This is an optimization exercise on Yosys and OpenROAD, whose aim is small area and a short achievable clock period, not a production implementation. At most, simulation tests tie the RTL to the original design; equivalence was not proved. The RTL of runs 1, 4 and 5 was laid out without a check of its function. Power figures rest on the tool's default switching activity, not on a simulated workload.

===== standard.sh =====
#!/bin/bash
# synth_recipe.tcl (not shown) runs the flow's synth.tcl, then flattens the netlist and writes it again
# the make line also repeats each setting of config.mk as NAME=value (left out here)
make -C /OpenROAD-flow-scripts/flow DESIGN_CONFIG=/design/flow/config.mk WORK_HOME=/design/flow/orfs CLKGATE_MAP_FILE= SYNTH_SCRIPT=/design/flow/synth_recipe.tcl "${@:-finish}"

===== constraint.sdc =====
create_clock -name core_clock -period 13.0 [get_ports {clk}]
set_input_delay 2.6000 -clock core_clock [delete_from_list [all_inputs] [get_ports {clk}]]
set_output_delay 2.6000 -clock core_clock [all_outputs]
set_load 0.01 [all_outputs]

===== flow/run.sh =====
#!/bin/bash
# Own layout flow: the standard synthesis, then every combinational cell set to its
# smallest size, then the standard ORFS layout with timing repair aimed well below the clock
# period, small clock-tree buffers and plain port buffers.
set -euo pipefail
R=orfs/results/$FLOW_PLATFORM/cpu_top/base
KNOBS=(
  "SETUP_SLACK_MARGIN=7.5"
  "CTS_BUF_LIST=sky130_fd_sc_hd__clkbuf_4 sky130_fd_sc_hd__clkbuf_8"
  "BUFFER_PORTS_ARGS=-buffer_cell sky130_fd_sc_hd__buf_2"
)
bash standard.sh synth > log_synth.txt 2>&1
RESULTS=$R openroad -no_init -exit flow/downsize.tcl > log_downsize.txt 2>&1
touch $R/1_synth.sdc
bash standard.sh "${KNOBS[@]}" finish > log_layout.txt 2>&1

===== config.mk =====
export PLATFORM = sky130hd
export DESIGN_NAME = cpu_top
export DESIGN_NICKNAME = cpu_top
export VERILOG_FILES = /design/flow/design.v
export SDC_FILE = /design/flow/constraint.sdc
export NUM_CORES = 8
export LEC_CHECK = 0
export CAP_MARGIN = 20
export CORE_MARGIN = 2
export CORE_UTILIZATION = 40
export SETUP_SLACK_MARGIN = 1.0
export SLEW_MARGIN = 20
export SYNTH_HIERARCHICAL = 1

===== flow/downsize.tcl =====
# Area recovery before floorplanning: every combinational cell of the synthesized netlist is
# set to the smallest cell of its own family (same logic function, e.g. a22oi_2 -> a22oi_1).
# Flip-flops and tie cells are left as synthesis made them. Timing repair later sizes up
# the cells that need it.
set results $::env(RESULTS)
read_db $results/1_synth.odb
set db [ord::get_db]
set block [ord::get_db_block]

proc family {name} {
    if {[regexp {^(sky130_fd_sc_hd__[a-z0-9]+)_([0-9]+)$} $name -> base drive]} {
        return $base
    }
    return ""
}

set skip {df edf sdf sedf dl conb tap fill decap lpflow probe clkdly dlygate}
array set best {}
array set best_area {}
foreach lib [$db getLibs] {
    foreach m [$lib getMasters] {
        set n [$m getName]
        set fam [family $n]
        if {$fam eq ""} { continue }
        set a [expr {double([$m getWidth]) * [$m getHeight]}]
        if {![info exists best($fam)] || $a < $best_area($fam)} {
            set best($fam) $m
            set best_area($fam) $a
        }
    }
}

set swapped 0
set kept 0
foreach inst [$block getInsts] {
    set m [$inst getMaster]
    set n [$m getName]
    set fam [family $n]
    if {$fam eq ""} { incr kept; continue }
    set short [string range $fam 17 end]
    set hit 0
    foreach s $skip {
        if {[string match "${s}*" $short]} { set hit 1; break }
    }
    if {$hit} { incr kept; continue }
    set a [expr {double([$m getWidth]) * [$m getHeight]}]
    if {$best_area($fam) < $a} {
        $inst swapMaster $best($fam)
        incr swapped
    }
}
puts "downsize: swapped $swapped instances, kept $kept"
write_db $results/1_synth.odb

===== design.v =====
module c_a22oi (input logic a1, a2, b1, b2, output logic y);
    assign y = ~((a1 & a2) | (b1 & b2));
endmodule
module c_nand4 (input logic a, b, c, d, output logic y);
    assign y = ~(a & b & c & d);
endmodule
module c_nand3 (input logic a, b, c, output logic y);
    assign y = ~(a & b & c);
endmodule
module c_nand2 (input logic a, b, output logic y);
    assign y = ~(a & b);
endmodule
module c_nor2 (input logic a, b, output logic y);
    assign y = ~(a | b);
endmodule
module c_inv (input logic a, output logic y);
    assign y = ~a;
endmodule
module c_mux2i (input logic a, b, s, output logic y);
    assign y = ~(s ? b : a);
endmodule
module c_pgpre (input logic x, y, output logic g, p);
    assign g = x & y;
    assign p = x ^ y;
endmodule
module c_pgcomb (input logic gh, ph, gl, pl, output logic g, p);
    assign g = gh | (ph & gl);
    assign p = ph & pl;
endmodule
module c_pgcomb_n (input logic gh, ph, gl, pl, output logic g, p);
    assign g = ~(gh | (ph & gl));
    assign p = ~(ph & pl);
endmodule
module c_pgcomb_p (input logic gh, ph, gl, pl, output logic g, p);
    assign g = ~(gh & (ph | gl));
    assign p = ~(ph | pl);
endmodule
module c_pginv (input logic gi, pi, output logic g, p);
    assign g = ~gi;
    assign p = ~pi;
endmodule
module rdport_half (
    input  logic [31:0]   sel,
    input  logic [1023:0] words,
    output logic [31:0]   lo_n,
    output logic [31:0]   hi_n
);
    genvar j, m;
    generate
        for (j = 0; j < 32; j++) begin : bit_
            logic [15:0] t1;
            logic [3:0]  t2;
            for (m = 0; m < 16; m++) begin : t1_
                c_a22oi u (.a1(sel[2*m]), .a2(words[32*(2*m) + j]),
                           .b1(sel[2*m+1]), .b2(words[32*(2*m+1) + j]), .y(t1[m]));
            end
            for (m = 0; m < 4; m++) begin : t2_
                c_nand4 u (.a(t1[4*m]), .b(t1[4*m+1]), .c(t1[4*m+2]), .d(t1[4*m+3]), .y(t2[m]));
            end
            c_nor2 u_lo (.a(t2[0]), .b(t2[1]), .y(lo_n[j]));
            c_nor2 u_hi (.a(t2[2]), .b(t2[3]), .y(hi_n[j]));
        end
    endgenerate
endmodule
module rdport_f (
    input  logic [31:0]   sel,
    input  logic [1023:0] words,
    output logic [31:0]   q
);
    logic [31:0] lo_n, hi_n;
    rdport_half u_h (.sel(sel), .words(words), .lo_n(lo_n), .hi_n(hi_n));
    genvar j;
    generate
        for (j = 0; j < 32; j++) begin : bit_
            c_nand2 u (.a(lo_n[j]), .b(hi_n[j]), .y(q[j]));
        end
    endgenerate
endmodule
module add32 (
    input  logic [31:0] x,
    input  logic [31:0] y,
    input  logic        cin,
    output logic [31:0] s
);
    logic [31:0] g0, p0;
    logic [31:0] g [6];
    logic [31:0] p [6];
    genvar i, k;
    generate
        for (i = 0; i < 32; i++) begin : pre
            c_pgpre u (.x(x[i]), .y(y[i]), .g(g0[i]), .p(p0[i]));
        end
        c_pgcomb u_cin (.gh(g0[0]), .ph(p0[0]), .gl(cin), .pl(1'b0), .g(g[0][0]), .p(p[0][0]));
        assign g[0][31:1] = g0[31:1];
        assign p[0][31:1] = p0[31:1];
        for (k = 0; k < 5; k++) begin : lv
            for (i = 0; i < 32; i++) begin : b
                if (i >= (1 << k)) begin : c
                    if (k % 2 == 0) begin : n
                        c_pgcomb_n u (.gh(g[k][i]), .ph(p[k][i]), .gl(g[k][i-(1<<k)]),
                                      .pl(p[k][i-(1<<k)]), .g(g[k+1][i]), .p(p[k+1][i]));
                    end else begin : t
                        c_pgcomb_p u (.gh(g[k][i]), .ph(p[k][i]), .gl(g[k][i-(1<<k)]),
                                      .pl(p[k][i-(1<<k)]), .g(g[k+1][i]), .p(p[k+1][i]));
                    end
                end else begin : w
                    c_pginv u (.gi(g[k][i]), .pi(p[k][i]), .g(g[k+1][i]), .p(p[k+1][i]));
                end
            end
        end
    endgenerate
    assign s = p0 ^ ~{g[5][30:0], ~cin};
endmodule
module shift32 (
    input  logic [31:0] a,
    input  logic [4:0]  sh,
    input  logic        left,
    input  logic        fill,
    output logic [31:0] y
);
    logic [31:0] v [7];
    genvar i, k;
    generate
        for (i = 0; i < 32; i++) begin : rv0
            c_mux2i u (.a(a[i]), .b(a[31-i]), .s(left), .y(v[0][i]));
        end
        for (k = 1; k <= 5; k++) begin : lv
            for (i = 0; i < 32; i++) begin : b
                if (i + (1 << (k-1)) < 32) begin : in_
                    c_mux2i u (.a(v[k-1][i]), .b(v[k-1][i + (1 << (k-1))]), .s(sh[k-1]),
                               .y(v[k][i]));
                end else begin : fl
                    c_mux2i u (.a(v[k-1][i]), .b((k % 2 == 1) ? ~fill : fill), .s(sh[k-1]),
                               .y(v[k][i]));
                end
            end
        end
        for (i = 0; i < 32; i++) begin : rv1
            c_mux2i u (.a(v[5][i]), .b(v[5][31-i]), .s(left), .y(v[6][i]));
            c_inv   v_ (.a(v[6][i]), .y(y[i]));
        end
    endgenerate
endmodule
module cpu_top (
    input  logic        clk,
    input  logic        reset,
    input  logic        run,
    input  logic        prog_valid,
    input  logic [15:0] prog_addr,
    input  logic [31:0] prog_word,
    output logic        prog_ready,
    output logic        retire_valid,
    output logic [31:0] retire_pc,
    output logic [31:0] retire_instr,
    output logic        retire_we,
    output logic [4:0]  retire_rd,
    output logic [31:0] retire_value
);
    localparam logic [6:0] op_reg   = 7'b0110011;
    localparam logic [6:0] op_imm   = 7'b0010011;
    localparam logic [6:0] op_lui   = 7'b0110111;
    localparam logic [6:0] op_load  = 7'b0000011;
    localparam logic [6:0] op_store = 7'b0100011;
    logic [31:0] imem [32];
    logic [31:0] dmem [32];
    logic [31:0] regs [1:31];
    logic [4:0]  pc;
    logic [31:0] ir;
    logic [31:0] sum_q, sh_q, lg_q, dsel_q;
    logic        a31_q, b31_q;
    logic        st_q, wr_q, legal_q;
    logic        s_sum_q, s_sh_q, s_lg_q, s_slt_q;
    logic [1023:0] imem_flat, regs_flat, dmem_flat;
    always_comb begin
        for (int i = 0; i < 32; i++) begin
            imem_flat[32*i +: 32] = imem[i];
            dmem_flat[32*i +: 32] = dmem[i];
            regs_flat[32*i +: 32] = (i == 0) ? 32'b0 : regs[i];
        end
    end
    logic [4:0]  rd;
    logic        wen;
    logic        slt;
    logic [31:0] wb;
    assign rd  = ir[11:7];
    assign wen = run && wr_q;
    assign slt = (a31_q == b31_q) ? a31_q : sum_q[31];
    logic [31:0] ld_lo_n, ld_hi_n, oth_n;
    rdport_half u_dmem_rd (.sel(dsel_q), .words(dmem_flat), .lo_n(ld_lo_n), .hi_n(ld_hi_n));
    assign oth_n = ~(({32{s_sum_q}} & sum_q) | ({32{s_sh_q}} & sh_q) | ({32{s_lg_q}} & lg_q)
                     | {31'b0, s_slt_q & slt});
    genvar gj;
    generate
        for (gj = 0; gj < 32; gj++) begin : wb_
            c_nand3 u (.a(ld_lo_n[gj]), .b(ld_hi_n[gj]), .c(oth_n[gj]), .y(wb[gj]));
        end
    endgenerate
    always_ff @(posedge clk) begin
        for (int i = 1; i < 32; i++) begin
            if (reset || (wen && rd == 5'(i)))
                regs[i] <= wb & {32{!reset}};
        end
    end
    always_ff @(posedge clk) begin
        for (int i = 0; i < 32; i++) begin
            if (run && st_q && dsel_q[i])
                dmem[i] <= lg_q;
        end
    end
    assign prog_ready   = !run;
    assign retire_valid = run && legal_q;
    assign retire_pc    = {25'b0, pc, 2'b00};
    assign retire_instr = ir;
    assign retire_we    = wen;
    assign retire_rd    = rd;
    assign retire_value = wb;
    logic        iw;
    logic        hit;       
    logic        upd;       
    logic [4:0]  pc_inc;
    logic [31:0] pc1_sel;
    logic [31:0] imem_pc1;
    logic [31:0] nx;        
    logic [31:0] nr;        
    assign iw     = prog_valid && !run && prog_addr[15:5] == 11'd0;
    assign hit    = iw && (reset ? prog_addr[4:0] == 5'd0 : prog_addr[4:0] == pc);
    assign upd    = run || hit || reset;
    assign pc_inc = pc + 5'd1;
    always_comb begin
        for (int i = 0; i < 32; i++)
            pc1_sel[i] = pc_inc == 5'(i);
    end
    rdport_f u_imem_rd (.sel(pc1_sel), .words(imem_flat), .q(imem_pc1));
    logic        use0;
    assign use0 = reset && !(prog_valid && prog_addr == 16'd0);
    always_comb begin
        if (run)       nx = imem_pc1;
        else if (use0) nx = imem[0];
        else           nx = prog_word;
    end
    assign nr = run ? imem_pc1 : prog_word;
    always_ff @(posedge clk) begin
        if (iw)
            imem[prog_addr[4:0]] <= prog_word;
    end
    always_ff @(posedge clk) begin
        if (reset)
            pc <= '0;
        else if (run)
            pc <= pc_inc;
    end
    logic [6:0]  nop;
    logic [2:0]  nf3;
    logic        nalt, nalu, n_legal, n_wr, n_ld, n_st;
    assign nop     = nx[6:0];
    assign nf3     = nx[14:12];
    assign nalt    = nx[31:25] == 7'b0100000;
    assign nalu    = nop == op_reg || nop == op_imm;
    assign n_ld    = nop == op_load && nf3 == 3'b010;
    assign n_st    = nop == op_store && nf3 == 3'b010;
    assign n_legal = (nop == op_reg && (nalt || nx[31:25] == 7'b0) && nf3 != 3'b011)
                   || (nop == op_imm && nf3 != 3'b011) || nop == op_lui || n_ld || n_st;
    assign n_wr    = n_legal && !n_st && nx[11:7] != 5'd0;
    function automatic logic [35:0] opctl(input logic [31:0] w);
        logic [6:0]  o;
        logic [2:0]  f;
        logic        al, alu;
        logic [31:0] im;
        o   = w[6:0];
        f   = w[14:12];
        al  = w[31:25] == 7'b0100000;
        alu = o == op_reg || o == op_imm;
        if (o == op_store)
            im = {{20{w[31]}}, w[31:25], w[11:7]};
        else if (o == op_lui)
            im = {w[31:12], 12'b0};
        else
            im = {{20{w[31]}}, w[31:20]};
        opctl = {o != op_reg,
                 (o == op_reg && f == 3'b000 && al) || (alu && f == 3'b010),
                 f == 3'b001,
                 al && f != 3'b001,
                 im};
    endfunction
    logic [35:0] ctl_run, ctl_0, ctl_pw, ctl;
    logic        use_imm, inv, left, sra;
    logic [31:0] imm;
    assign ctl_run = opctl(imem_pc1);
    assign ctl_0   = opctl(imem[0]);
    assign ctl_pw  = opctl(prog_word);
    assign ctl     = run ? ctl_run : use0 ? ctl_0 : ctl_pw;
    assign {use_imm, inv, left, sra, imm} = ctl;
    logic [4:0]  rs1, rs2;
    logic [31:0] sel1, sel2, ra, rr;
    logic        hit1, hit2;
    logic [31:0] a, rb, b, bx;
    assign rs1 = nr[19:15];
    assign rs2 = nr[24:20];
    always_comb begin
        hit1 = 1'b0;
        hit2 = 1'b0;
        sel1 = '0;
        sel2 = '0;
        for (int i = 1; i < 32; i++) begin
            sel1[i] = rs1 == 5'(i) && !(wen && rd == 5'(i)) && !reset;
            sel2[i] = rs2 == 5'(i) && !(wen && rd == 5'(i)) && !reset;
            hit1    = hit1 | (rs1 == 5'(i) && wen && rd == 5'(i));
            hit2    = hit2 | (rs2 == 5'(i) && wen && rd == 5'(i));
        end
    end
    rdport_f u_rs1_rd (.sel(sel1), .words(regs_flat), .q(ra));
    rdport_f u_rs2_rd (.sel(sel2), .words(regs_flat), .q(rr));
    assign a  = ra | ({32{hit1}} & wb);
    assign rb = rr | ({32{hit2}} & wb);
    assign b  = use_imm ? imm : rb;
    assign bx = b ^ {32{inv}};
    logic [31:0] sum_n, sh_n, lg_n;
    logic [4:0]  shamt;
    logic        fill;
    assign shamt = b[4:0];
    assign fill  = sra && a[31];
    add32   u_add (.x(a), .y(bx), .cin(inv), .s(sum_n));
    shift32 u_sh  (.a(a), .sh(shamt), .left(left), .fill(fill), .y(sh_n));
    always_comb begin
        case (nf3)
            3'b100:  lg_n = a ^ b;
            3'b110:  lg_n = a | b;
            default: lg_n = a & b;
        endcase
        if (nop == op_lui)   lg_n = imm;
        if (nop == op_store) lg_n = rb;
    end
    logic [6:0]  ls_sum;
    logic [31:0] dsel_n;
    assign ls_sum = a[6:0] + imm[6:0];
    always_comb begin
        for (int i = 0; i < 32; i++)
            dsel_n[i] = ls_sum[6:2] == 5'(i) && (n_ld || n_st);
    end
    always_ff @(posedge clk) begin
        if (upd) begin
            ir      <= nx;
            sum_q   <= sum_n;
            sh_q    <= sh_n;
            lg_q    <= lg_n;
            a31_q   <= a[31];
            b31_q   <= bx[31];
            dsel_q  <= dsel_n;
            st_q    <= n_st;
            wr_q    <= n_wr;
            legal_q <= n_legal;
            s_sum_q <= nalu && nf3 == 3'b000;
            s_sh_q  <= nalu && (nf3 == 3'b001 || nf3 == 3'b101);
            s_slt_q <= nalu && nf3 == 3'b010;
            s_lg_q  <= (nalu && (nf3 == 3'b100 || nf3 == 3'b110 || nf3 == 3'b111))
                     || nop == op_lui || nop == op_store;
        end
    end
endmodule

==> results of run 1 <==
[registers in the layout, summed over array words and instances, names as in the netlist, 5 cells and up]
register / flops
dmem: 1024
imem: 1024
regs: 992
dsel_q: 32
ir: 32
lg_q: 32
sh_q: 32
sum_q: 32
pc: 5
[power groups by stage]
stage	Sequential, mW	Clock, mW	Combinational, mW
global route	12.4	9.39	4.54
floorplan	12.5	0	1.43
detailed placement	12.7	0	2.54
finish	12.4	8.87	4.43
CTS	12.4	8.92	3.73
global placement	12.7	0	2.50
[final timing paths]
path | start | endpoint | slack (ns)
max reg2reg | pc[0] | dsel_q[27] | 6.18
min | pc[0] | pc[0] | 0.73
max | pc[0] | dsel_q[27] | 6.18
min reg2reg | pc[0] | pc[0] | 0.73
[metal layers]
layer,share of wire,wire (µm)
met5,0.00042,218
met4,0.056,28980
met3,0.14,70620
met2,0.44,228300
met1,0.37,191800
[worst max-delay path, delay by kind of cell (launching register included)]
kind | cells | cell delay (ns)
adders and majority gates | 1 | 0.26
and+or+nand+nor | 14 | 2.87
buffers and inverters | 10 | 1.33
xor gates and xnor gates | 2 | 0.44
AOI/OAI and AO/OA | 6 | 1.26
DFF | 1 | 0.37
[layout by cell type, fill, tap and decap left out, types with 55 or more instances in the layout]
cell type / n
nand4_1: 523
nor2_1: 199
nor2_2: 72
ha_1: 55
clkbuf_8: 557
conb_1: 155
mux2i_1: 220
a22oi_1: 1911
clkbuf_4: 175
a21oi_4: 74
a21oi_2: 67
buf_12: 162
buf_2: 92
clkinv_1: 114
nand2_2: 66
buf_6: 177
nand2_1: 216
a22oi_2: 146
nor2_4: 202
and3_4: 55
edfxtp_1: 3209
buf_4: 567
inv_1: 104
[stage by stage]
step / utilization / power (mW) / cell area [µm²]
global placement: 0.4304 / 15.20 / 139800
finish: 0.5194 / 25.71 / 168700
detailed placement: 0.4316 / 15.25 / 140200
floorplan: - / 13.97 / 132200
CTS: 0.5019 / 25.03 / 163000
global route: 0.5192 / 26.36 / 168600
[area by class of cell]
type / instances / area share
Antenna cell: 21 / 0.0003115
Clock buffer: 730 / 0.05307
Clock inverter: 207 / 0.008382
Inverter: 182 / 0.004658
Multi-Input combinational cell: 5019 / 0.2509
Sequential cell: 3214 / 0.5719
Tap cell: 4325 / 0.03208
Timing Repair Buffer: 1137 / 0.07838
Timing Repair inverter: 7 / 0.0002967
[repair_timing]
| action | CTS | global route |
|---|---|---|
| setup endpoints to repair | 169 | 165 |
| pin swaps | 395 | 461 |
| endpoints found under the hold margin | 0 | 0 |
| setup buffers | 435 | 217 |
| gates cloned | 86 | 25 |
| gates resized for setup | 1597 | 663 |
==> qor.yml, run 1 <==
sta:
  whs_ns: 0.7274
  max_slew_margin: 0.09910
  timing.final.crit_share: 0.5247
  slew_violations: 0
  worstMarginPinSlew_ns: 1.351
  fin_crit_ns: 6.822
  finClkSkew_ns: 0.08949
  rsz0062_at_grt: "true"
  hold_viol: 0
  setup_ws_ns: 6.178
  max_freq_mhz: 146.6
  setup_violations: 0
  tns_ns: 0
route:
  drt_wl_total_um: 519900
  drtAntennaViolNets: 0
  drc: 0
  avgViaCountPerCell: 6.589
  num_vias: 97790
  drt_iter0_drc: 16750
  first_pass_iters: 7
  wl_per_cell_um: 35.03
floorplanning:
  die_h_um: 575.7
  io-pin-count: 156
  rows: 209
  core_um2: 324800
  initial_core_util: 0.4025
  dieArea_um2: 331400
  die_w_um: 575.7
global_routing:
  grtUsageMet2: 0.4436
  busiest_layer: "met2"
  antenna_found_initial: 36
  grt-ovfl-total: 0
  grt_pass1_wl_um: 697100
  met1_usage: 0.3963
  track_usage: 0.2947
  grt_max_degree: 152
  grt_pass1_vias: 91050
  grtUsageMet3: 0.08408
power:
  intPower_mw: 18.40
  p_seq_frac: 0.483
  vdd_drop_max_v: 0.0001133
  cellPowerDensity_nw_per_um2: 152.4
  power.switching_mw: 7.311
  pwr-share-comb: 0.172
  clock_power_share: 0.345
  p_leak_nw: 55.95
  sw_frac_of_total: 0.2844
run:
  max-cap-violations: 0
placed_design:
  io_buffers: 128
  dp.cells: 13120
  place_hpwl_um: 282800
  gp_congestion: 0.9429
  post-place-ws_ns: 3.371
final_layout:
  register_area_um2: 96480
  drive_gt1_frac: 0.3172
  syn_to_final_growth_pct: 29.02
  multi_input_area_um2: 42320
  fin_nets: 10260
  fill_cells: 26240
  final_cells: 14840
critical_path:
  worstPathMaxFanout: 11
  criticalPathCategory: "reg -> reg"
  r2r_cells: 33
  cpPeakStageDelay_ns: 0.37
  crit_path_start_kind: "flip-flop"
  arrival_ns: 7.78
  cp_slowest_cell: "dfxtp_4"
  cp_common_cell: "buf_12"
  critical_path_required_ns: 13.96
  cp-end-kind: "flip-flop"
clocking:
  cts-buffers-inserted: 539
  h-tree-depth: 6
  cts_tree: "yes"
  cts_root_buffer: "clkbuf_8"
  clk_pin_slew_worst_paths_ns: 0.06
  insertion_delay_ns: 1.19
  clock_path_buffers: 4
  holdBufCountCts: 0
  cts_sinks: 3214
synth:
  syn_inst: 8406
  syn_area_per_cell_um2: 15.55
  synth_area_um2: 130700
  yosysWarnings: 16
status:
  status: "no timing/DRC/antenna violations"
worst_hold_path:
  whs_path_depth: 3
  hold_class: "reg -> reg"
==> run 2, diff against run 1 <==
--- a/design.v
+++ b/design.v
@@ -20,7 +20,13 @@
     assign y = ~(s ? b : a);
 endmodule
+module c_and2 (input logic a, b, output logic y);
+    assign y = a & b;
+endmodule
+module c_xor2 (input logic a, b, output logic y);
+    assign y = a ^ b;
+endmodule
 module c_pgpre (input logic x, y, output logic g, p);
-    assign g = x & y;
-    assign p = x ^ y;
+    c_and2 u_g (.a(x), .b(y), .y(g));
+    c_xor2 u_p (.a(x), .b(y), .y(p));
 endmodule
 module c_pgcomb (input logic gh, ph, gl, pl, output logic g, p);
@@ -77,23 +83,26 @@
     endgenerate
 endmodule
-module add32 (
-    input  logic [31:0] x,
-    input  logic [31:0] y,
-    input  logic        cin,
-    output logic [31:0] s
+module addn #(
+    parameter int w      = 32,
+    parameter int levels = 5
+) (
+    input  logic [w-1:0] x,
+    input  logic [w-1:0] y,
+    input  logic         cin,
+    output logic [w-1:0] s
 );
-    logic [31:0] g0, p0;
-    logic [31:0] g [6];
-    logic [31:0] p [6];
+    logic [w-1:0] g0, p0;
+    logic [w-1:0] g [levels+1];
+    logic [w-1:0] p [levels+1];
     genvar i, k;
     generate
-        for (i = 0; i < 32; i++) begin : pre
+        for (i = 0; i < w; i++) begin : pre
             c_pgpre u (.x(x[i]), .y(y[i]), .g(g0[i]), .p(p0[i]));
         end
         c_pgcomb u_cin (.gh(g0[0]), .ph(p0[0]), .gl(cin), .pl(1'b0), .g(g[0][0]), .p(p[0][0]));
-        assign g[0][31:1] = g0[31:1];
-        assign p[0][31:1] = p0[31:1];
-        for (k = 0; k < 5; k++) begin : lv
-            for (i = 0; i < 32; i++) begin : b
+        assign g[0][w-1:1] = g0[w-1:1];
+        assign p[0][w-1:1] = p0[w-1:1];
+        for (k = 0; k < levels; k++) begin : lv
+            for (i = 0; i < w; i++) begin : b
                 if (i >= (1 << k)) begin : c
                     if (k % 2 == 0) begin : n
@@ -104,5 +113,5 @@
                                       .pl(p[k][i-(1<<k)]), .g(g[k+1][i]), .p(p[k+1][i]));
                     end
-                end else begin : w
+                end else begin : wire_
                     c_pginv u (.gi(g[k][i]), .pi(p[k][i]), .g(g[k+1][i]), .p(p[k+1][i]));
                 end
@@ -110,5 +119,5 @@
         end
     endgenerate
-    assign s = p0 ^ ~{g[5][30:0], ~cin};
+    assign s = p0 ^ ~{g[levels][w-2:0], ~cin};
 endmodule
 module shift32 (
@@ -167,8 +176,8 @@
     logic [4:0]  pc;
     logic [31:0] ir;
-    logic [31:0] sum_q, sh_q, lg_q, dsel_q;
+    logic [31:0] sum_q, oth_q, dsel_q;
     logic        a31_q, b31_q;
     logic        st_q, wr_q, legal_q;
-    logic        s_sum_q, s_sh_q, s_lg_q, s_slt_q;
+    logic        s_sum_q, s_oth_q, s_slt_q;
     logic [1023:0] imem_flat, regs_flat, dmem_flat;
     always_comb begin
@@ -188,5 +197,5 @@
     logic [31:0] ld_lo_n, ld_hi_n, oth_n;
     rdport_half u_dmem_rd (.sel(dsel_q), .words(dmem_flat), .lo_n(ld_lo_n), .hi_n(ld_hi_n));
-    assign oth_n = ~(({32{s_sum_q}} & sum_q) | ({32{s_sh_q}} & sh_q) | ({32{s_lg_q}} & lg_q)
+    assign oth_n = ~(({32{s_sum_q}} & sum_q) | ({32{s_oth_q}} & oth_q)
                      | {31'b0, s_slt_q & slt});
     genvar gj;
@@ -205,5 +214,5 @@
         for (int i = 0; i < 32; i++) begin
             if (run && st_q && dsel_q[i])
-                dmem[i] <= lg_q;
+                dmem[i] <= oth_q;
         end
     end
@@ -219,6 +228,8 @@
     logic        upd;       
     logic [4:0]  pc_inc;
-    logic [31:0] pc1_sel;
-    logic [31:0] imem_pc1;
+    logic [31:0] pc2_sel;
+    logic [31:0] imem_pc2;
+    logic [31:0] nir;       
+    logic [31:0] nir_n;
     logic [31:0] nx;        
     logic [31:0] nr;        
@@ -229,15 +240,28 @@
     always_comb begin
         for (int i = 0; i < 32; i++)
-            pc1_sel[i] = pc_inc == 5'(i);
+            pc2_sel[i] = pc + 5'd2 == 5'(i);
+    end
+    rdport_f u_imem_rd (.sel(pc2_sel), .words(imem_flat), .q(imem_pc2));
+    always_comb begin
+        if (run)
+            nir_n = imem_pc2;
+        else if (iw && prog_addr[4:0] == (reset ? 5'd1 : pc_inc))
+            nir_n = prog_word;
+        else if (reset)
+            nir_n = imem[1];
+        else
+            nir_n = nir;
+    end
+    always_ff @(posedge clk) begin
+        nir <= nir_n;
     end
-    rdport_f u_imem_rd (.sel(pc1_sel), .words(imem_flat), .q(imem_pc1));
     logic        use0;
     assign use0 = reset && !(prog_valid && prog_addr == 16'd0);
     always_comb begin
-        if (run)       nx = imem_pc1;
+        if (run)       nx = nir;
         else if (use0) nx = imem[0];
         else           nx = prog_word;
     end
-    assign nr = run ? imem_pc1 : prog_word;
+    assign nr = run ? nir : prog_word;
     always_ff @(posedge clk) begin
         if (iw)
@@ -286,5 +310,5 @@
     logic        use_imm, inv, left, sra;
     logic [31:0] imm;
-    assign ctl_run = opctl(imem_pc1);
+    assign ctl_run = opctl(nir);
     assign ctl_0   = opctl(imem[0]);
     assign ctl_pw  = opctl(prog_word);
@@ -298,28 +322,32 @@
     assign rs2 = nr[24:20];
     always_comb begin
-        hit1 = 1'b0;
-        hit2 = 1'b0;
         sel1 = '0;
         sel2 = '0;
         for (int i = 1; i < 32; i++) begin
-            sel1[i] = rs1 == 5'(i) && !(wen && rd == 5'(i)) && !reset;
-            sel2[i] = rs2 == 5'(i) && !(wen && rd == 5'(i)) && !reset;
-            hit1    = hit1 | (rs1 == 5'(i) && wen && rd == 5'(i));
-            hit2    = hit2 | (rs2 == 5'(i) && wen && rd == 5'(i));
+            sel1[i] = rs1 == 5'(i);
+            sel2[i] = rs2 == 5'(i);
         end
     end
     rdport_f u_rs1_rd (.sel(sel1), .words(regs_flat), .q(ra));
     rdport_f u_rs2_rd (.sel(sel2), .words(regs_flat), .q(rr));
-    assign a  = ra | ({32{hit1}} & wb);
-    assign rb = rr | ({32{hit2}} & wb);
-    assign b  = use_imm ? imm : rb;
-    assign bx = b ^ {32{inv}};
-    logic [31:0] sum_n, sh_n, lg_n;
+    logic        ka, rsel;
+    logic [31:0] ob;
+    assign hit1 = wen && rd == rs1;
+    assign hit2 = wen && rd == rs2;
+    assign ka   = !hit1 && !reset;
+    assign a    = ({32{hit1}} & wb) | ({32{ka}} & ra);
+    assign rsel = !use_imm && !hit2 && !reset;
+    assign ob   = ({32{use_imm}} & imm) | ({32{!use_imm && hit2}} & wb);
+    assign b    = ({32{rsel}} & rr) | ob;
+    assign rb   = ({32{hit2}} & wb) | ({32{!hit2 && !reset}} & rr);
+    assign bx   = ({32{rsel}} & (rr ^ {32{inv}})) | ({32{!rsel}} & (ob ^ {32{inv}}));
+    logic [31:0] sum_n, sh_n, lg_n, oth_d;
     logic [4:0]  shamt;
     logic        fill;
     assign shamt = b[4:0];
     assign fill  = sra && a[31];
-    add32   u_add (.x(a), .y(bx), .cin(inv), .s(sum_n));
+    addn    u_add (.x(a), .y(bx), .cin(inv), .s(sum_n));
     shift32 u_sh  (.a(a), .sh(shamt), .left(left), .fill(fill), .y(sh_n));
+    assign oth_d = (nalu && nf3[1:0] == 2'b01) ? sh_n : lg_n;
     always_comb begin
         case (nf3)
@@ -332,9 +360,15 @@
     end
     logic [6:0]  ls_sum;
+    logic [3:0]  dlo;
+    logic [7:0]  dhi;
     logic [31:0] dsel_n;
-    assign ls_sum = a[6:0] + imm[6:0];
+    addn #(.w(7), .levels(3)) u_ls (.x(a[6:0]), .y(imm[6:0]), .cin(1'b0), .s(ls_sum));
     always_comb begin
+        for (int i = 0; i < 4; i++)
+            dlo[i] = ls_sum[3:2] == 2'(i);
+        for (int i = 0; i < 8; i++)
+            dhi[i] = ls_sum[6:4] == 3'(i) && (n_ld || n_st);
         for (int i = 0; i < 32; i++)
-            dsel_n[i] = ls_sum[6:2] == 5'(i) && (n_ld || n_st);
+            dsel_n[i] = dlo[i % 4] && dhi[i / 4];
     end
     always_ff @(posedge clk) begin
@@ -342,6 +376,5 @@
             ir      <= nx;
             sum_q   <= sum_n;
-            sh_q    <= sh_n;
-            lg_q    <= lg_n;
+            oth_q   <= oth_d;
             a31_q   <= a[31];
             b31_q   <= bx[31];
@@ -351,8 +384,7 @@
             legal_q <= n_legal;
             s_sum_q <= nalu && nf3 == 3'b000;
-            s_sh_q  <= nalu && (nf3 == 3'b001 || nf3 == 3'b101);
             s_slt_q <= nalu && nf3 == 3'b010;
-            s_lg_q  <= (nalu && (nf3 == 3'b100 || nf3 == 3'b110 || nf3 == 3'b111))
-                     || nop == op_lui || nop == op_store;
+            s_oth_q <= (nalu && nf3 != 3'b000 && nf3 != 3'b010) || nop == op_lui
+                     || nop == op_store;
         end
     end
--- a/flow/run.sh
+++ b/flow/run.sh
@@ -6,5 +6,5 @@
 R=orfs/results/$FLOW_PLATFORM/cpu_top/base
 KNOBS=(
-  "SETUP_SLACK_MARGIN=7.5"
+  "SETUP_SLACK_MARGIN=6.5"
   "CTS_BUF_LIST=sky130_fd_sc_hd__clkbuf_4 sky130_fd_sc_hd__clkbuf_8"
   "BUFFER_PORTS_ARGS=-buffer_cell sky130_fd_sc_hd__buf_2"
==> run 2 against run 1 <==
  * Via count down 7.0%
  * Wire length down 9.9%
  * Clock power down 3.5%
  * Highest routed layer unchanged
  * Critical path depth down 10
  * Clock-buffer cell count down 40
  * Sequential share of layout area up 5.3 points
  * Worst hold slack worse by 0.11 ns
  * Cell area down 8.5%
  * Largest power group unchanged
  * Non-clock buffer count down 580
==> qor.yml, run 2 <==
synth:
  syn_area_per_cell_um2: 15.42  # was 15.55 µm²
  yosysWarnings: 21  # was 16
  syn_inst: 8498  # was 8406
  synth_area_um2: 131100  # was 130700 µm²
sta:
  max_freq_mhz: 152.2  # was 146.6 MHz
  rsz0062_at_grt: "true"  # unchanged
  setup_ws_ns: 6.431  # was 6.178 ns
  timing.final.crit_share: 0.5053  # was 0.5247
  slew_violations: 0  # unchanged
  finClkSkew_ns: 0.1106  # was 0.08949 ns
  setup_violations: 0  # unchanged
  tns_ns: 0  # unchanged
  max_slew_margin: 0.2135  # was 0.09910
  worstMarginPinSlew_ns: 1.177  # was 1.351 ns
  hold_viol: 0  # unchanged
  fin_crit_ns: 6.569  # was 6.822 ns
floorplanning:
  die_h_um: 576.4  # was 575.7 µm
  die_w_um: 576.4  # was 575.7 µm
  core_um2: 326600  # was 324800 µm²
  io-pin-count: 156  # unchanged
  dieArea_um2: 332200  # was 331400 µm²
  initial_core_util: 0.4013  # was 0.4025
  rows: 210  # was 209
final_layout:
  drive_gt1_frac: 0.1841  # was 0.3172
  postLayoutCellArea_um2: 154300  # was 168700 µm²
  fin_nets: 9700  # was 10260
  syn_to_final_growth_pct: 17.74  # was 29.02%
  final_common_cell: "edfxtp_1"  # unchanged
  final_cell_mix: "edfxtp_1, a22oi_1, clkbuf_8"  # was edfxtp_1, a22oi_1, buf_4
  final_cells: 14330  # was 14840
  fill_cells: 28000  # was 26240
route:
  wl_per_cell_um: 32.69  # was 35.03 µm
  first_pass_iters: 9  # was 7
  drt_wl_total_um: 468500  # was 519900 µm
  drc: 0  # unchanged
  avgViaCountPerCell: 6.343  # was 6.589
  num_vias: 90900  # was 97790
  drt_iter0_drc: 13610  # was 16750
  drtAntennaViolNets: 0  # unchanged
power:
  cellPowerDensity_nw_per_um2: 153.0  # was 152.4 nW/µm²
  vdd_drop_max_v: 0.0001194  # was 0.0001133 V
  p_leak_nw: 50.65  # was 55.95 nW
placed_design:
  dp.cells: 13270  # was 13120
  post-place-ws_ns: 3.446  # was 3.371 ns
  gp_congestion: 0.9329  # was 0.9429
  place_hpwl_um: 275400  # was 282800 µm
  postPlaceCellArea_um2: 141100  # was 140200 µm²
  io_buffers: 128  # unchanged
clocking:
  holdBufCountCts: 0  # unchanged
  cts_tree: "yes"  # unchanged
  clk_pin_slew_worst_paths_ns: 0.06  # about the same
  cts-buffers-inserted: 530  # was 539
  cts_root_buffer: "clkbuf_8"  # unchanged
  insertion_delay_ns: 1.20  # was 1.19 ns
  h-tree-depth: 6  # unchanged
  clock_path_buffers: 4  # unchanged
  cts_sinks: 3213  # was 3214
critical_path:
  criticalPathCategory: "in -> reg"  # was reg -> reg
  cp_slowest_cell: "mux2_4"  # was dfxtp_4
  path_cells: "buf_2 > buf_12 > clkinvlp_4 > o32ai_4 > nand2_4 > nor2_4 > buf_12 > a22oi_1 > nand4_1 > nor2_1 > nand2_1 > nor3b_2 > a21oi_2 > mux2_4 > clkinvlp_4 > buf_12 > mux2i_1 > mux2i_1 > mux2i_1 > mux2i_1 > mux2i_1 > inv_1 > a221o_1"
  r2r_setup_slack_ns: 7.59  # was 6.18 ns
  cpPeakStageDelay_ns: 0.38  # was 0.37 ns
  cp-end-kind: "flip-flop"  # unchanged
  critical_path_required_ns: 13.84  # was 13.96 ns
  r2r_cells: 23  # was 33
  arrival_ns: 7.41  # was 7.78 ns
  cp_common_cell: "mux2i_1"  # was buf_12
  worstPathMaxFanout: 37  # was 11
  crit_path_start_kind: "input port"  # was flip-flop
global_routing:
  grt-ovfl-total: 0  # unchanged
  grtUsageMet2: 0.4139  # was 0.4436
  antenna_found_initial: 35  # was 36
  met1_usage: 0.3595  # was 0.3963
  busiest_layer: "met2"  # unchanged
  grt_max_degree: 73  # was 152
  grtUsageMet3: 0.07300  # was 0.08408
  grt_pass1_vias: 87190  # was 91050
  grt_pass1_wl_um: 646000  # was 697100 µm
  track_usage: 0.2707  # was 0.2947
worst_hold_path:
  hold_class: "reg -> reg"  # unchanged
  whs_path_depth: 2  # was 3
status:
  status: "no timing/DRC/antenna violations"  # unchanged
run:
  max-cap-violations: 0  # unchanged
[run 2: final cells by class]
cell class,instances,area (µm²),share of cell area
clock buffer,690,8533,0.05530
timing repair buffer,557,4750,0.03078
tap,4346,5438,0.03524
multi-input combinational,5072,36800,0.2385
sequential,3213,96430,0.6249
antenna,20,50.05,0.0003243
inverter,201,784.5,0.005084
timing repair inverter,4,30.03,0.0001946
clock inverter,228,1490,0.009657
[run 2: through the flow]
step | total power [mW] | util | hold slack (ns)
floorplan | 13.65 | - | 0.5891
global placement | 14.90 | 0.4319 | 0.6054
detailed placement | 14.94 | 0.4320 | 0.6120
CTS | 23.50 | 0.4684 | 0.6215
global route | 24.26 | 0.4724 | 0.6644
finish | 23.61 | 0.4725 | 0.6149
[run 2: power breakdown]
group | leakage, nW | internal (mW) | switching (mW) | total (mW)
Combinational | 15.3 | 0.783 | 2.08 | 2.86
Sequential | 30.1 | 12.0 | 0.202 | 12.2
Clock | 5.25 | 4.47 | 4.09 | 8.56
Total | 50.7 | 17.2 | 6.37 | 23.6
[run 2: worst max-delay path, delay by kind of cell]
family / cells / cell delay [ns]
compound gates: 4 / 0.93
buf+inv: 7 / 1.13
mux: 6 / 1.51
simple gates: 6 / 1.04
[run 2: path summary, 6_finish.rpt]
| kind | start | end |
|---|---|---|
| max | prog_word[24] | oth_q[30] |
| max reg2reg | nir[21] | oth_q[30] |
| min reg2reg | imem[1][29] | nir[29] |
| min | imem[1][29] | nir[29] |
[run 2: per-layer routing]
metal	vias to the layer above	wire length, µm
li1	37480	-
met3	1136	55390
met4	14	23960
met1	46080	179100
met5	-	92
met2	6195	210000
[run 2: what timing repair did]
item	CTS	global route
cloned	8	5
pin swaps	26	38
gates resized for setup	250	188
endpoints found under the setup margin	102	93
buffers inserted	69	38
==> run 3, diff against run 2 <==
--- a/flow/run.sh
+++ b/flow/run.sh
@@ -6,5 +6,6 @@
 R=orfs/results/$FLOW_PLATFORM/cpu_top/base
 KNOBS=(
-  "SETUP_SLACK_MARGIN=6.5"
+  "SETUP_SLACK_MARGIN=7.5"
+  "TNS_END_PERCENT=10"
   "CTS_BUF_LIST=sky130_fd_sc_hd__clkbuf_4 sky130_fd_sc_hd__clkbuf_8"
   "BUFFER_PORTS_ARGS=-buffer_cell sky130_fd_sc_hd__buf_2"
==> run 3 against run 2 <==
  * Still clean on timing, DRC and antenna
  * Cell area increased by 3.9%
  * Total power increased by 2.0%
  * Combinational power grew 15%
  * Sequential share of layout area is 2.4 points lower
  * Global-route usage increased by 0.75 points
==> qor.yml, run 3 <==
global_routing:
  grtUsageMet2: 0.4212  # was 0.4139
  grtUsageMet3: 0.07579  # was 0.07300
  grt_pass1_vias: 88820  # was 87190
  met1_usage: 0.3664  # was 0.3595
  track_usage: 0.2782  # was 0.2707
  grt_max_degree: 73  # unchanged
  antenna_found_initial: 38  # was 35
  busiest_layer: "met2"  # unchanged
  grt-ovfl-total: 0  # unchanged
  grt_pass1_wl_um: 662800  # was 646000 µm
power:
  p_leak_nw: 52.96  # was 50.65 nW
  vdd_drop_max_v: 0.0001057  # was 0.0001194 V
  p_total_mw: 24.08  # was 23.61 mW
  cellPowerDensity_nw_per_um2: 150.1  # was 153.0 nW/µm²
sta:
  rsz0062_at_grt: "true"  # unchanged
  max_freq_mhz: 159.8  # was 152.2 MHz
  tns_ns: 0  # unchanged
  hold_viol: 0  # unchanged
  fin_crit_ns: 6.259  # was 6.569 ns
  worstMarginPinSlew_ns: 1.229  # was 1.177 ns
  timing.final.crit_share: 0.4814  # was 0.5053
  max_slew_margin: 0.1744  # was 0.2135
  slew_violations: 0  # unchanged
  setup_violations: 0  # unchanged
  finClkSkew_ns: 0.1191  # was 0.1106 ns
route:
  drt_wl_total_um: 488700  # was 468500 µm
  drc: 0  # unchanged
  first_pass_iters: 10  # was 9
  drt_iter0_drc: 14850  # was 13610
  drtAntennaViolNets: 0  # unchanged
  num_vias: 93580  # was 90900
  wl_per_cell_um: 33.44  # was 32.69 µm
  avgViaCountPerCell: 6.404  # was 6.343
synth:
  syn_inst: 8498  # unchanged
  yosysWarnings: 21  # unchanged
  syn_area_per_cell_um2: 15.42  # unchanged
  synth_area_um2: 131100  # unchanged
clocking:
  cts-buffers-inserted: 530  # unchanged
  clk_pin_slew_worst_paths_ns: 0.05  # was 0.06 ns
  cts_tree: "yes"  # unchanged
  clock_path_buffers: 4  # unchanged
  cts_root_buffer: "clkbuf_8"  # unchanged
  h-tree-depth: 6  # unchanged
  cts_sinks: 3213  # unchanged
  insertion_delay_ns: 1.20  # about the same
critical_path:
  cp-end-kind: "flip-flop"  # unchanged
  criticalPathCategory: "in -> reg"  # unchanged
  worstPathMaxFanout: 8  # was 37
  crit_path_start_kind: "input port"  # unchanged
  arrival_ns: 7.09  # was 7.41 ns
  critical_path_required_ns: 13.83  # was 13.84 ns
final_layout:
  final_cell_mix: "edfxtp_1, a22oi_1, clkbuf_8"  # unchanged
  syn_to_final_growth_pct: 22.37  # was 17.74%
  final_common_cell: "edfxtp_1"  # unchanged
  drive_gt1_frac: 0.2351  # was 0.1841
  fin_nets: 9985  # was 9700
floorplanning:
  die_w_um: 576.4  # unchanged
  io-pin-count: 156  # unchanged
  initial_core_util: 0.4013  # unchanged
  core_um2: 326600  # unchanged
  die_h_um: 576.4  # unchanged
  dieArea_um2: 332200  # unchanged
  rows: 210  # unchanged
placed_design:
  gp_congestion: 0.9329  # unchanged
  place_hpwl_um: 275400  # unchanged
  io_buffers: 128  # unchanged
status:
  status: "no timing/DRC/antenna violations"  # unchanged
worst_hold_path:
  hold_class: "reg -> reg"  # unchanged
run:
  max-cap-violations: 0  # unchanged
[run 3: final cells by class]
cell class,instances,area (µm²)
fill,27320,166200
multi-input combinational,5072,38810
antenna,18,45.04
tap,4346,5438
inverter,201,798.3
clock buffer,690,8533
sequential,3213,96430
clock inverter,228,1490
timing repair buffer,842,8797
timing repair inverter,4,30.03
[run 3: worst max-delay path, cell delays in order]
cell and delay (ns):
clkbuf_16 0.15, buf_16 0.16, nand2_1 0.18, o32a_4 0.33
nor2_4 0.10, buf_4 0.18, a22oi_1 0.25, nand4_1 0.23
nor2_4 0.20, nand2_1 0.09, nor3b_2 0.16, a21oi_2 0.23
mux2_4 0.25, clkinvlp_4 0.20, clkbuf_16 0.24, mux2i_1 0.16
mux2i_2 0.23, mux2i_1 0.13, mux2i_1 0.30, mux2i_1 0.17
mux2i_1 0.21, inv_1 0.06, o221a_1 0.26
[run 3: layer usage]
metal / part of all wire / wire (µm)
met5: 0.00059 / 290
met4: 0.060 / 29290
met3: 0.13 / 61440
met2: 0.44 / 217200
met1: 0.37 / 180500
[run 3: path summary, 6_finish.rpt]
check         startpoint         to  slack, ns  cells after the start
min          imem[1][29]    nir[29]       0.62                      2
min reg2reg  imem[1][29]    nir[29]       0.62                      2
max reg2reg      nir[16]  oth_q[23]       7.78                     20
max                  run  oth_q[23]       6.74                     23
[run 3: metrics by stage]
stage	utilization	instance area [µm²]	setup slack, ns	hold slack, ns	std cells
after floorplan	-	132500	5.646	0.5891	8653
after global placement	0.4319	141000	3.484	0.6054	13270
after detailed placement	0.4320	141100	3.446	0.6120	13270
after CTS	0.4842	158100	7.025	0.6215	14490
after global routing	0.4909	160300	6.825	0.6644	14600
final	0.4911	160400	6.741	0.6151	14610
[run 3: where the power goes]
group | switching [mW] | total [mW] | leakage (nW) | internal (mW)
Clock | 4.11 | 8.59 | 5.25 | 4.47
Combinational | 2.27 | 3.30 | 17.6 | 1.03
Sequential | 0.207 | 12.2 | 30.1 | 12.0
[run 3: repair_timing]
item / in CTS / in global routing
pin swaps: 128 / 64
buffers inserted: 263 / 90
endpoints found under the setup margin: 209 / 203
cloned: 32 / 20
hold buffers: 0 / 0
gates resized for setup: 830 / 174
==> run 4, diff against run 3 <==
--- a/design.v
+++ b/design.v
@@ -20,4 +20,19 @@
     assign y = ~(s ? b : a);
 endmodule
+module c_inv_o (input logic a, output logic y);
+    assign y = ~a;
+endmodule
+module c_and2_o (input logic a, b, output logic y);
+    assign y = a & b;
+endmodule
+module c_nand3_o (input logic a, b, c, output logic y);
+    assign y = ~(a & b & c);
+endmodule
+module c_a22o (input logic a1, a2, b1, b2, output logic y);
+    assign y = (a1 & a2) | (b1 & b2);
+endmodule
+module c_a21o (input logic a1, a2, b1, output logic y);
+    assign y = (a1 & a2) | b1;
+endmodule
 module c_and2 (input logic a, b, output logic y);
     assign y = a & b;
@@ -128,5 +143,5 @@
     output logic [31:0] y
 );
-    logic [31:0] v [7];
+    logic [31:0] v [6];
     genvar i, k;
     generate
@@ -145,8 +160,5 @@
             end
         end
-        for (i = 0; i < 32; i++) begin : rv1
-            c_mux2i u (.a(v[5][i]), .b(v[5][31-i]), .s(left), .y(v[6][i]));
-            c_inv   v_ (.a(v[6][i]), .y(y[i]));
-        end
+        assign y = v[5];
     endgenerate
 endmodule
@@ -179,5 +191,5 @@
     logic        a31_q, b31_q;
     logic        st_q, wr_q, legal_q;
-    logic        s_sum_q, s_oth_q, s_slt_q;
+    logic        s_sum_q, s_oth_q, s_rev_q, s_slt_q;
     logic [1023:0] imem_flat, regs_flat, dmem_flat;
     always_comb begin
@@ -195,12 +207,17 @@
     assign wen = run && wr_q;
     assign slt = (a31_q == b31_q) ? a31_q : sum_q[31];
-    logic [31:0] ld_lo_n, ld_hi_n, oth_n;
+    logic [31:0] ld_lo_n, ld_hi_n, oth_n, oth_rev;
     rdport_half u_dmem_rd (.sel(dsel_q), .words(dmem_flat), .lo_n(ld_lo_n), .hi_n(ld_hi_n));
+    always_comb begin
+        for (int i = 0; i < 32; i++)
+            oth_rev[i] = oth_q[31-i];
+    end
     assign oth_n = ~(({32{s_sum_q}} & sum_q) | ({32{s_oth_q}} & oth_q)
-                     | {31'b0, s_slt_q & slt});
+                     | ({32{s_rev_q}} & oth_rev) | {31'b0, s_slt_q & slt});
     genvar gj;
     generate
         for (gj = 0; gj < 32; gj++) begin : wb_
-            c_nand3 u (.a(ld_lo_n[gj]), .b(ld_hi_n[gj]), .c(oth_n[gj]), .y(wb[gj]));
+            c_nand3   u (.a(ld_lo_n[gj]), .b(ld_hi_n[gj]), .c(oth_n[gj]), .y(wb[gj]));
+            c_nand3_o o (.a(ld_lo_n[gj]), .b(ld_hi_n[gj]), .c(oth_n[gj]), .y(retire_value[gj]));
         end
     endgenerate
@@ -217,11 +234,10 @@
         end
     end
-    assign prog_ready   = !run;
-    assign retire_valid = run && legal_q;
+    c_inv_o  u_ready (.a(run), .y(prog_ready));
+    c_and2_o u_valid (.a(run), .b(legal_q), .y(retire_valid));
+    c_and2_o u_we    (.a(run), .b(wr_q), .y(retire_we));
     assign retire_pc    = {25'b0, pc, 2'b00};
     assign retire_instr = ir;
-    assign retire_we    = wen;
     assign retire_rd    = rd;
-    assign retire_value = wb;
     logic        iw;
     logic        hit;       
@@ -319,14 +335,28 @@
     logic        hit1, hit2;
     logic [31:0] a, rb, b, bx;
+    logic        nrun;
+    assign nrun = !run;
     assign rs1 = nr[19:15];
     assign rs2 = nr[24:20];
+    logic [31:0] dn1, dn2, dp1, dp2;
     always_comb begin
-        sel1 = '0;
-        sel2 = '0;
+        dn1 = '0;
+        dn2 = '0;
+        dp1 = '0;
+        dp2 = '0;
         for (int i = 1; i < 32; i++) begin
-            sel1[i] = rs1 == 5'(i);
-            sel2[i] = rs2 == 5'(i);
+            dn1[i] = nir[19:15] == 5'(i);
+            dn2[i] = nir[24:20] == 5'(i);
+            dp1[i] = prog_word[19:15] == 5'(i);
+            dp2[i] = prog_word[24:20] == 5'(i);
         end
     end
+    genvar gs;
+    generate
+        for (gs = 0; gs < 32; gs++) begin : sel_
+            c_a22o u1 (.a1(run), .a2(dn1[gs]), .b1(nrun), .b2(dp1[gs]), .y(sel1[gs]));
+            c_a22o u2 (.a1(run), .a2(dn2[gs]), .b1(nrun), .b2(dp2[gs]), .y(sel2[gs]));
+        end
+    endgenerate
     rdport_f u_rs1_rd (.sel(sel1), .words(regs_flat), .q(ra));
     rdport_f u_rs2_rd (.sel(sel2), .words(regs_flat), .q(rr));
@@ -335,11 +365,19 @@
     assign hit1 = wen && rd == rs1;
     assign hit2 = wen && rd == rs2;
+    logic [31:0] obx, rrx;
     assign ka   = !hit1 && !reset;
-    assign a    = ({32{hit1}} & wb) | ({32{ka}} & ra);
     assign rsel = !use_imm && !hit2 && !reset;
     assign ob   = ({32{use_imm}} & imm) | ({32{!use_imm && hit2}} & wb);
-    assign b    = ({32{rsel}} & rr) | ob;
+    assign obx  = {32{!rsel}} & (ob ^ {32{inv}});
     assign rb   = ({32{hit2}} & wb) | ({32{!hit2 && !reset}} & rr);
-    assign bx   = ({32{rsel}} & (rr ^ {32{inv}})) | ({32{!rsel}} & (ob ^ {32{inv}}));
+    genvar go;
+    generate
+        for (go = 0; go < 32; go++) begin : op_
+            c_a22o ua (.a1(hit1), .a2(wb[go]), .b1(ka), .b2(ra[go]), .y(a[go]));
+            c_a21o ub (.a1(rsel), .a2(rr[go]), .b1(ob[go]), .y(b[go]));
+            c_xor2 ux (.a(rr[go]), .b(inv), .y(rrx[go]));
+            c_a21o uc (.a1(rsel), .a2(rrx[go]), .b1(obx[go]), .y(bx[go]));
+        end
+    endgenerate
     logic [31:0] sum_n, sh_n, lg_n, oth_d;
     logic [4:0]  shamt;
@@ -385,5 +423,6 @@
             s_sum_q <= nalu && nf3 == 3'b000;
             s_slt_q <= nalu && nf3 == 3'b010;
-            s_oth_q <= (nalu && nf3 != 3'b000 && nf3 != 3'b010) || nop == op_lui
+            s_rev_q <= nalu && nf3 == 3'b001;
+            s_oth_q <= (nalu && nf3 != 3'b000 && nf3 != 3'b010 && nf3 != 3'b001) || nop == op_lui
                      || nop == op_store;
         end
--- a/flow/run.sh
+++ b/flow/run.sh
@@ -8,5 +8,7 @@
   "SETUP_SLACK_MARGIN=7.5"
   "TNS_END_PERCENT=10"
-  "CTS_BUF_LIST=sky130_fd_sc_hd__clkbuf_4 sky130_fd_sc_hd__clkbuf_8"
+  "CTS_BUF_LIST=sky130_fd_sc_hd__clkbuf_16"
+  "CTS_CLUSTER_SIZE=28"
+  "CTS_CLUSTER_DIAMETER=90"
   "BUFFER_PORTS_ARGS=-buffer_cell sky130_fd_sc_hd__buf_2"
 )
==> run 4 against run 3 <==
  * The layout now fails its checks (slew limit)
  * Register-to-register slack lost 0.13 ns
  * Fmax shrank 0.11%
  * Largest cell class unchanged
  * Non-clock buffer count shrank 224
  * Cell area shrank 5.1%
  * Cell count shrank 4.8%
  * Critical endpoint is now oth_q[12]
  * Highest routed layer unchanged
  * Flip-flop and latch count grew 1
  * Die area grew 1.4%
  * Total power shrank 13%
  * Wire length grew 0.31%
==> qor.yml, run 4 <==
global_routing:
  grtUsageMet3: 0.06366  # was 0.07579
  grt_pass1_vias: 86780  # was 88820
  track_usage: 0.2784  # was 0.2782
  antenna_found_initial: 48  # was 38
  grt_pass1_wl_um: 672700  # was 662800 µm
  grtUsageMet2: 0.4209  # was 0.4212
  grt-ovfl-total: 0  # unchanged
  met1_usage: 0.3823  # was 0.3664
  busiest_layer: "met2"  # unchanged
  grt_max_degree: 81  # was 73
clocking:
  cts_root_buffer: "clkbuf_16"  # was clkbuf_8
  holdBufCountCts: 0  # unchanged
  cts_tree: "yes"  # unchanged
  cts_sinks: 3214  # was 3213
  h-tree-depth: 4  # was 6
  clock_path_buffers: 4  # unchanged
  insertion_delay_ns: 0.94  # was 1.20 ns
  clk_pin_slew_worst_paths_ns: 0.11  # was 0.05 ns
  cts-buffers-inserted: 152  # was 530
final_layout:
  final_cell_mix: "edfxtp_1, a22oi_1, nand4_1"  # was edfxtp_1, a22oi_1, clkbuf_8
  fill_cells: 28660  # was 27320
  drive_gt1_frac: 0.1513  # was 0.2351
  final_common_cell: "edfxtp_1"  # unchanged
  fin_nets: 9592  # was 9985
  syn_to_final_growth_pct: 14.44  # was 22.37%
sta:
  tns_ns: 0  # unchanged
  max_slew_margin: -0.3755  # was 0.1744
  setup_violations: 0  # unchanged
  timing.final.crit_share: 0.4820  # was 0.4814
  worstMarginPinSlew_ns: 2.063  # was 1.229 ns
  slew_violations: 66  # was 0
  hold_viol: 0  # unchanged
  finClkSkew_ns: 0.1196  # was 0.1191 ns
  rsz0062_at_grt: "true"  # unchanged
  fin_crit_ns: 6.265  # was 6.259 ns
  setup_ws_ns: 6.735  # was 6.741 ns
  max_freq_mhz: 159.6  # was 159.8 MHz
route:
  drt_iter0_drc: 15600  # was 14850
  avgViaCountPerCell: 6.723  # was 6.404
  drtAntennaViolNets: 0  # unchanged
  drt_wl_total_um: 490200  # was 488700 µm
  drc: 0  # unchanged
  wl_per_cell_um: 35.23  # was 33.44 µm
  first_pass_iters: 10  # unchanged
  num_vias: 93540  # was 93580
critical_path:
  criticalPathCategory: "in -> reg"  # unchanged
  worstPathMaxFanout: 32  # was 8
  cp_num_buf_inv: 3  # was 6
  crit_family: "compound AO/OA/AOI/OAI gates"  # was multiplexers
  arrival_ns: 6.87  # was 7.09 ns
  crit_path_start_kind: "input port"  # unchanged
  cp_common_cell: "mux2i_1"  # unchanged
  r2r_setup_slack_ns: 7.65  # was 7.78 ns
  cp-end-kind: "flip-flop"  # unchanged
  cpPeakStageDelay_ns: 0.44  # was 0.33 ns
  path_cells: "buf_6 > buf_16 > nand3b_1 > nor3_1 > a22o_1 > clkbuf_8 > a22oi_1 > nand4_1 > nor2_1 > nand2_1 > a22o_2 > mux2i_1 > mux2i_2 > mux2i_1 > mux2i_1 > mux2i_1 > mux2i_1 > a221o_1"  # was clkbuf_16 > buf_16 > nand2_1 > o32a_4 > nor2_4 > buf_4 > a22oi_1 > nand4_1 > nor2_4 > nand2_1 > nor3b_2 > a21oi_2 > mux2_4 > clkinvlp_4 > clkbuf_16 > mux2i_1 > mux2i_2 > mux2i_1 > mux2i_1 > mux2i_1 > mux2i_1 > inv_1 > o221a_1
  critical_path_required_ns: 13.61  # was 13.83 ns
  cp_slowest_cell: "nor2_1"  # was o32a_4
status:
  status: "complete, but fails checks"  # was no timing/DRC/antenna violations
  check.faults: "slew limit"
placed_design:
  io_buffers: 128  # unchanged
  post-place-ws_ns: 3.804  # was 3.446 ns
  place_hpwl_um: 294300  # was 275400 µm
  gp_congestion: 0.9673  # was 0.9329
run:
  max-cap-violations: 0  # unchanged
floorplanning:
  rows: 211  # was 210
  initial_core_util: 0.4022  # was 0.4013
  die_w_um: 580.5  # was 576.4 µm
  die_h_um: 580.5  # was 576.4 µm
  io-pin-count: 156  # unchanged
  core_um2: 330500  # was 326600 µm²
  dieArea_um2: 337000  # was 332200 µm²
synth:
  synth_area_um2: 132900  # was 131100 µm²
  syn_area_per_cell_um2: 15.10  # was 15.42 µm²
  yosysWarnings: 21  # unchanged
  syn_inst: 8804  # was 8498
power:
  vdd_drop_max_v: 0.0001101  # was 0.0001057 V
  p_leak_nw: 48.45  # was 52.96 nW
  cellPowerDensity_nw_per_um2: 138.3  # was 150.1 nW/µm²
worst_hold_path:
  hold_class: "reg -> reg"  # unchanged
==> run 4: path summary, 6_finish.rpt <==
check                startpoint   endpoint  cells past startpoint
hold reg to reg      imem[1][8]     nir[8]                      2
setup / recovery  prog_word[17]  oth_q[12]                     18
hold / removal       imem[1][8]     nir[8]                      2
setup reg to reg     dsel_q[20]  oth_q[12]                     13
==> run 4: metal layers <==
layer  wire length, µm  part of all wire
met1            187300              0.38
met2            215800              0.44
met5               103           0.00021
met4             27260             0.056
met3             59730              0.12
==> run 4: repair_timing <==
| action | CTS | global route |
|---|---|---|
| gates resized for setup | 590 | 225 |
| pin swaps | 53 | 53 |
| cloned | 31 | 3 |
| endpoints found under the setup margin | 252 | 133 |
| buffers inserted | 83 | 48 |
==> run 4: layout make-up <==
class	instances	area, µm²	share of cell area
tap	4366	5463	0.03591
clock inverter	55	848.3	0.005576
inverter	128	499.2	0.003281
timing repair buffer	618	5866	0.03855
multi-input combinational	5356	39110	0.2571
timing repair inverter	1	5.005	0.00003290
antenna	22	55.05	0.0003619
clock buffer	153	3829	0.02517
sequential	3214	96460	0.6340
==> run 4: power breakdown <==
part	internal (mW)	total (mW)	leakage (nW)	switching, mW
Sequential	12.0	12.2	30.1	0.232
Clock	2.36	5.70	2.26	3.34
Combinational	0.874	3.15	16.1	2.28
Total	15.2	21.0	48.4	5.85
==> run 4: tightest hold or removal path, stage by stage (launching register included) <==
cell and delay [ns]:
edfxtp_1 0.36, mux2i_1 0.07, o21ai_1 0.11
==> run 4: stage by stage <==
stage	hold slack, ns	instance area, µm²	std cells	total power [mW]	utilization
floorplan	0.5461	133500	8899	13.68	-
global placement	0.6127	141900	13510	15.00	0.4294
detailed placement	0.6234	142000	13520	15.05	0.4296
CTS	0.6326	150600	13840	20.82	0.4555
global route	0.6758	152100	13900	21.54	0.4602
finish	0.6285	152100	13910	21.05	0.4603
==> run 5, diff against run 4 <==
--- a/flow/run.sh
+++ b/flow/run.sh
@@ -8,7 +8,5 @@
   "SETUP_SLACK_MARGIN=7.5"
   "TNS_END_PERCENT=10"
-  "CTS_BUF_LIST=sky130_fd_sc_hd__clkbuf_16"
-  "CTS_CLUSTER_SIZE=28"
-  "CTS_CLUSTER_DIAMETER=90"
+  "CTS_BUF_LIST=sky130_fd_sc_hd__clkbuf_4 sky130_fd_sc_hd__clkbuf_8"
   "BUFFER_PORTS_ARGS=-buffer_cell sky130_fd_sc_hd__buf_2"
 )
==> run 5 against run 4 <==
  * Sequential share of layout area fell by 2.5 points
  * Sequential power barely moved
  * Clock power rose by 55%
  * Combinational power rose by 2%
  * Via count rose by 3.0%
  * The layout still fails its checks (slew limit)
  * Non-clock buffer count rose by 11
  * Total power rose by 15%
==> qor.yml, run 5 <==
status:
  status: "complete, but fails checks"  # unchanged
  check.faults: "slew limit"    # unchanged
route:
  drt_iter0_drc: 15570  # was 15600
  drt_wl_total_um: 500900  # was 490200 µm
  wl_per_cell_um: 34.18  # was 35.23 µm
  drtAntennaViolNets: 0  # unchanged
  first_pass_iters: 11  # was 10
  drc: 0  # unchanged
  avgViaCountPerCell: 6.578  # was 6.723
  num_vias: 96380  # was 93540
power:
  sw_frac_of_total: 0.2772  # was 0.2780
  intPower_mw: 17.51  # was 15.20 mW
  vdd_drop_max_v: 0.0001407  # was 0.0001101 V
  clock_power_share: 0.364  # was 0.271
  p_leak_nw: 51.73  # was 48.45 nW
  cellPowerDensity_nw_per_um2: 153.1  # was 138.3 nW/µm²
  p_total_mw: 24.23  # was 21.05 mW
  p_seq_frac: 0.504  # was 0.580
  power.switching_mw: 6.716  # was 5.851 mW
  pwr-share-comb: 0.132  # was 0.150
clocking:
  h-tree-depth: 6  # was 4
  cts_tree: "yes"  # unchanged
  clock_path_buffers: 4  # unchanged
  cts-buffers-inserted: 541  # was 152
  insertion_delay_ns: 1.24  # was 0.94 ns
  cts_sinks: 3214  # unchanged
  cts_root_buffer: "clkbuf_8"  # was clkbuf_16
  clk_pin_slew_worst_paths_ns: 0.07  # was 0.11 ns
final_layout:
  final_cell_mix: "edfxtp_1, a22oi_1, clkbuf_8"  # was edfxtp_1, a22oi_1, nand4_1
  syn_to_final_growth_pct: 19.05  # was 14.44%
  fin_nets: 9992  # was 9592
  multi_input_area_um2: 39340  # was 39110 µm²
  final_common_cell: "edfxtp_1"  # unchanged
  register_area_um2: 96460  # unchanged
  fill_cells: 28300  # was 28660
  drive_gt1_frac: 0.2032  # was 0.1513
sta:
  whs_ns: 0.6421  # was 0.6285 ns
  timing.final.crit_share: 0.4640  # was 0.4820
  fin_crit_ns: 6.033  # was 6.265 ns
  rsz0062_at_grt: "true"  # unchanged
  worstMarginPinSlew_ns: 2.021  # was 2.063 ns
  hold_viol: 0  # unchanged
  max_slew_margin: -0.3472  # was -0.3755
  slew_violations: 66  # unchanged
  max_freq_mhz: 165.8  # was 159.6 MHz
  finClkSkew_ns: 0.1686  # was 0.1196 ns
  setup_violations: 0  # unchanged
  setup_ws_ns: 6.967  # was 6.735 ns
  tns_ns: 0  # unchanged
placed_design:
  place_hpwl_um: 294300  # unchanged
  io_buffers: 128  # unchanged
  post-place-ws_ns: 3.804  # unchanged
  gp_congestion: 0.9673  # unchanged
critical_path:
  rr_endpoint: "oth_q[12]"  # unchanged
  criticalPathCategory: "in -> reg"  # unchanged
  critical_path_required_ns: 13.89  # was 13.61 ns
  crit_path_start_kind: "input port"  # unchanged
  worstSetupStartpoint: "run"  # was prog_word[17]
  worstPathMaxFanout: 32  # unchanged
  rr_startpoint: "nir[19]"  # was dsel_q[20]
  r2r_cells: 16  # was 13
  crit_path_end: "oth_q[12]"  # unchanged
  cp-end-kind: "flip-flop"  # unchanged
  arrival_ns: 6.92  # was 6.87 ns
  r2r_setup_slack_ns: 7.65  # about the same
synth:
  syn_inst: 8804  # unchanged
  synth_area_um2: 132900  # unchanged
  syn_area_per_cell_um2: 15.10  # unchanged
  yosysWarnings: 21  # unchanged
floorplanning:
  core_um2: 330500  # unchanged
  die_h_um: 580.5  # unchanged
  dieArea_um2: 337000  # unchanged
  die_w_um: 580.5  # unchanged
  io-pin-count: 156  # unchanged
  rows: 211  # unchanged
  initial_core_util: 0.4022  # unchanged
worst_hold_path:
  hold_class: "reg -> reg"  # unchanged
run:
  max-cap-violations: 0  # unchanged
global_routing:
  grt-ovfl-total: 0  # unchanged
  grt_max_degree: 81  # unchanged
  grt_pass1_vias: 90850  # was 86780
  track_usage: 0.2815  # was 0.2784
  antenna_found_initial: 44  # was 48
  grt_pass1_wl_um: 682000  # was 672700 µm
-- run 5: final cells by class --
| cell class | count | area share |
|---|---|---|
| antenna | 19 | 0.0003004 |
| clock buffer | 697 | 0.05492 |
| clock inverter | 243 | 0.01077 |
| inverter | 128 | 0.003226 |
| multi-input combinational | 5356 | 0.2486 |
| sequential | 3214 | 0.6095 |
| tap | 4366 | 0.03452 |
| timing repair buffer | 629 | 0.03817 |
| timing repair inverter | 1 | 0.00003162 |
-- run 5: per-stage QoR --
step,std cells,area [µm²],utilization
2_1_floorplan,8899,133500,-
3_3_place_gp,13510,141900,0.4294
3_5_place_dp,13520,142000,0.4296
4_1_cts,14560,155900,0.4716
5_1_grt,14640,158200,0.4787
6_report,14650,158300,0.4788
-- run 5: how the worst min path moves through the flow --
stage,from,to,slack [ns],cells past startpoint
4_1_cts,imem[1][8],nir[8],0.64,2
3_3_place_gp,imem[1][8],nir[8],0.61,2
2_1_floorplan,nir[7],ir[7],0.55,2
6_report,imem[1][8],nir[8],0.64,2
5_1_grt,imem[1][7],nir[7],0.67,2
3_5_place_dp,imem[1][8],nir[8],0.62,2
-- run 5: worst max-delay path, stage by stage --
cell,delay [ns]
buf_16,0.17
buf_4,0.15
bufbuf_16,0.29
a22o_1,0.25
buf_6,0.20
a22oi_1,0.27
nand4_1,0.35
nor2_1,0.35
nand2_1,0.10
a22o_2,0.41
mux2i_1,0.33
mux2i_2,0.15
mux2i_1,0.22
mux2i_1,0.15
mux2i_1,0.23
mux2i_1,0.14
a221o_1,0.44
-- run 5: power by group through the flow --
stage          sequential (mW)  combinational (mW)  clock (mW)
2_1_floorplan             12.4                1.23           0
3_3_place_gp              12.4                2.59           0
3_5_place_dp              12.4                2.63           0
4_1_cts                   12.2                2.85        8.91
5_1_grt                   12.2                3.27        9.34
6_report                  12.2                3.20        8.81
-- run 5: per-layer routing --
layer,global-route usage,vias to the layer above,share of wire
met5,0,-,0.00015
met4,0.1401,12,0.057
met3,0.07281,1414,0.12
met2,0.4242,7247,0.44
met1,0.3777,48730,0.38
li1,-,38980,-
-- run 5: timing repair --
action | CTS | global route
pin swaps | 47 | 72
hold buffers | 0 | 0
gates cloned | 22 | 20
setup buffers | 78 | 56
gates resized for setup | 536 | 356
setup endpoints to repair | 137 | 131

Re-timed with assumed drivers on the ports (clkbuf_16 on the clock, buf_2 on other inputs), run 5 has 6.537 ns of setup slack against 6.967 ns with ideal ports, and 5.306 ns once port delays also move by the mid clock arrival of 1.254 ns.
